Background: an optimization exercise with open tools, aiming at small area, a short achievable clock period and few clock cycles. Do not read the settings as production practice. Only simulation tests tie the RTL to the original design; equivalence was not proved. No activity file was given, so power comes from the tool's default toggle rates.

Setup of run 1:
## disk_seek_scheduler
module disk_seek_scheduler #(
  parameter int unsigned MAX_REQUESTS = 16
) (
  input  wire logic             clk_i,
  input  wire logic             rst_ni,
  input  wire logic             start_i,
  input  wire logic [16:0]      req_i,
  output logic                  busy_o,
  output logic                  move_valid_o,
  output logic [69:0]           move_o,
  input  wire logic             cfg_we_i,
  input  wire logic             cfg_idx_i,
  input  wire logic [15:0]      cfg_data_i
);
Size: ~700 flip-flops, about 110 I/O pins.
make LEC_CHECK=0 CAP_MARGIN=20 CELL_PAD_IN_SITES_DETAIL_PLACEMENT=1 CORE_MARGIN=2 CORE_UTILIZATION=40 CTS_BUF_LIST='sky130_fd_sc_hd__clkbuf_4 sky130_fd_sc_hd__clkbuf_8' CTS_CLUSTER_SIZE=30 SETUP_SLACK_MARGIN=3.6 SLEW_MARGIN=20 finish   # period 7.0 ns
run.sh (not shown) runs the stock make flow with config.mk's settings and CLKGATE_MAP_FILE= SYNTH_SCRIPT=/design/flow/synth_recipe.tcl, a recipe that flattens the netlist after the stock synthesis.
Testbench counts of run 1, summed over its fixed seeds: cycles 3,685.
Input changes introduced in run 2 (baseline for comparison: run 1):
==> flow/config.mk <==
export PLATFORM = sky130hd
export DESIGN_NAME = disk_seek_scheduler
export DESIGN_NICKNAME = disk_seek_scheduler
export VERILOG_FILES = /design/flow/design.v
export SDC_FILE = /design/flow/constraint.sdc
export NUM_CORES = 4
export LEC_CHECK = 0
export CAP_MARGIN = 20
export CELL_PAD_IN_SITES_DETAIL_PLACEMENT = 1
export CORE_MARGIN = 2
export CORE_UTILIZATION = 50
export CTS_BUF_LIST = sky130_fd_sc_hd__clkbuf_8 sky130_fd_sc_hd__clkbuf_16
export CTS_CLUSTER_DIAMETER = 100
export CTS_CLUSTER_SIZE = 20
export SETUP_SLACK_MARGIN = 3.6
export SLEW_MARGIN = 20
--- outcome ---
[compare] base=run 1 new=run 2: smallest setup slack after layout increased by 0.021 ns relative to the old numbers; hold slack higher; routed length on met3 rose by about 45%; global-route usage shows an increase of 11 points; fraction of area in multi-input gates rose 1.6 points. The startpoint of the most critical setup path comes out sd_q[2] in one run and s2w_q[3] in the other, namely in run 2 and run 1 respectively.
diff inputs: run 2 => run 3
==> flow/config.mk <==
export PLATFORM = sky130hd
export DESIGN_NAME = disk_seek_scheduler
export DESIGN_NICKNAME = disk_seek_scheduler
export VERILOG_FILES = /design/flow/design.v
export SDC_FILE = /design/flow/constraint.sdc
export NUM_CORES = 4
export LEC_CHECK = 0
export CAP_MARGIN = 20
export CELL_PAD_IN_SITES_DETAIL_PLACEMENT = 1
export CORE_MARGIN = 2
export CORE_UTILIZATION = 40
export CTS_BUF_LIST = sky130_fd_sc_hd__clkbuf_8 sky130_fd_sc_hd__clkbuf_16
export CTS_CLUSTER_DIAMETER = 100
export CTS_CLUSTER_SIZE = 20
export SETUP_SLACK_MARGIN = 4.0
export SLEW_MARGIN = 20
==> comparison <==
Run 2 has higher met3 usage than run 3. Re total standard cell area after synthesis: no difference whatsoever between run 3 and run 2. Taking run 2 as 1.0, run 3 lands at 1.12 on horizontal die dimension. Of the two values seen for worst setup path startpoint, qs_q[4] was produced by run 3 and sd_q[2] by run 2. Re layout-stage area growth over the synthesis result: run 2 and run 3 aren't equal, and the lower value belongs to run 2. Delta (run 3 minus run 2): first-pass GRT wire length decreased by 10000 um relative to the old numbers; non-clock buffer count increased by 31% relative to the old numbers; clock insertion delay at the later pin of the skew report increased by 0.03 ns relative to the old numbers. Count of standard-cell rows (run 3 vs. run 2) increases by more than 10%. The higher total net switching power came out of run 3.
For run 4, these inputs were changed with respect to run 3:
-- flow/config.mk --
<<< run 3, line 13
export CTS_CLUSTER_DIAMETER = 100
export CTS_CLUSTER_SIZE = 20
export SETUP_SLACK_MARGIN = 4.0
export SLEW_MARGIN = 20
>>> run 4, line 13
export CTS_CLUSTER_DIAMETER = 100
export CTS_CLUSTER_SIZE = 20
export SETUP_SLACK_MARGIN = 3.6
export SLEW_MARGIN = 20
Notes after the runs:
Comparing total chip power for run 3 and run 4, the bigger number came from run 3. Run 4 against run 3; final cell area excluding filler cells is down by a few percent. Between run 3 and run 4, the difference in clock sink count is negligible. The first element of the critical path comes out qs_q[4] in one run and cfg_data_i[0] in the other, namely in run 3 and run 4 respectively. Sequential share of layout area: run 4 vs run 3 up 2.5 points. Number of vias in the routed layout, run 3 and run 4, lower one = run 4. Compared with run 3, run 4 shows wire length of the first global-routing pass that has gone down by a few percent. Routed wire length, run 3 and run 4: lower on run 4.
#### Input delta (run 5 over run 4)
-- flow/config.mk --
<<< run 4, line 10
export CORE_MARGIN = 2
export CORE_UTILIZATION = 40
export CTS_BUF_LIST = sky130_fd_sc_hd__clkbuf_8 sky130_fd_sc_hd__clkbuf_16
export CTS_CLUSTER_DIAMETER = 100
export CTS_CLUSTER_SIZE = 20
export SETUP_SLACK_MARGIN = 3.6
export SLEW_MARGIN = 20
>>> run 5, line 10
export CORE_MARGIN = 2
export CORE_UTILIZATION = 40
export SETUP_SLACK_MARGIN = 3.2
export SLEW_MARGIN = 20
### Flow results
Changes observed in run 5 relative to run 4: count of clock-buffer cells in the layout went up 190%, area growth from synthesis to final layout went up 2.5 points, worst slack after detailed placement went down 0.011 ns. Run 5 went all the way through synthesis, placement and routing and the layout is clean on timing, DRC and antenna.
--- input diff run 5..run 6 ---
-- flow/config.mk --
<<< run 5, line 10
export CORE_MARGIN = 2
export CORE_UTILIZATION = 40
export SETUP_SLACK_MARGIN = 3.2
export SLEW_MARGIN = 20
>>> run 6, line 10
export CORE_MARGIN = 2
export CORE_UTILIZATION = 40
export CTS_BUF_LIST = sky130_fd_sc_hd__clkbuf_8 sky130_fd_sc_hd__clkbuf_16
export CTS_CLUSTER_DIAMETER = 100
export CTS_CLUSTER_SIZE = 20
export SETUP_SLACK_MARGIN = 3.4
export SLEW_MARGIN = 20
--- outcome ---
- Run 6 has non-clock buffer count above what run 5 had.
- Run 5 has lower post-CTS setup buffer count than run 6.
- Worst setup slack ended up 0.15 ns higher on run 6 than on run 5.
- First-pass detailed-route iteration total: run 6 < run 5
- | via count normalized by instance count | run 5 vs run 6 | ≈ equal |
- Diff run 5 -> run 6: number of stages on the worst setup path lower, maximum level of the CTS H-tree went down 1.
- The higher global-route usage came out of run 5.

-- what the ideal ports hide --
The results above use ideal ports. As a check the final layouts listed here were re-extracted and re-timed, cells and wires unchanged. Step 1 (the two cells are an assumption about what drives the block):
set clk [get_ports {clk_i}]
set_driving_cell -lib_cell sky130_fd_sc_hd__clkbuf_16 $clk
set_driving_cell -lib_cell sky130_fd_sc_hd__buf_2 [delete_from_list [all_inputs] $clk]
Step 2, shift: input delay + t, output delay - t, t = (earliest + latest rising clock arrival at the registers) / 2. This alone moves slack from input paths to output paths. Slacks: ideal ports / drivers / drivers and shift; pairs: ideal ports / drivers.
run	t (ns)	setup slack, ns	cell pins on the clock port's net
run 1	0.834	3.586 / 3.586 / 2.903	1
run 2	0.669	3.607 / 3.607 / 3.011	1
run 3	0.686	3.765 / 3.765 / 3.193	1
run 4	0.699	3.597 / 3.605 / 2.935	1
run 5	0.713	3.320 / 3.355 / 2.652	1
run 6	0.693	3.470 / 3.470 / 2.844	1
After both steps setup and hold are still met in every run listed. For run 1, which loses most, drivers alone change the setup slack by 0.000 ns; drivers and shift together by -0.683 ns.
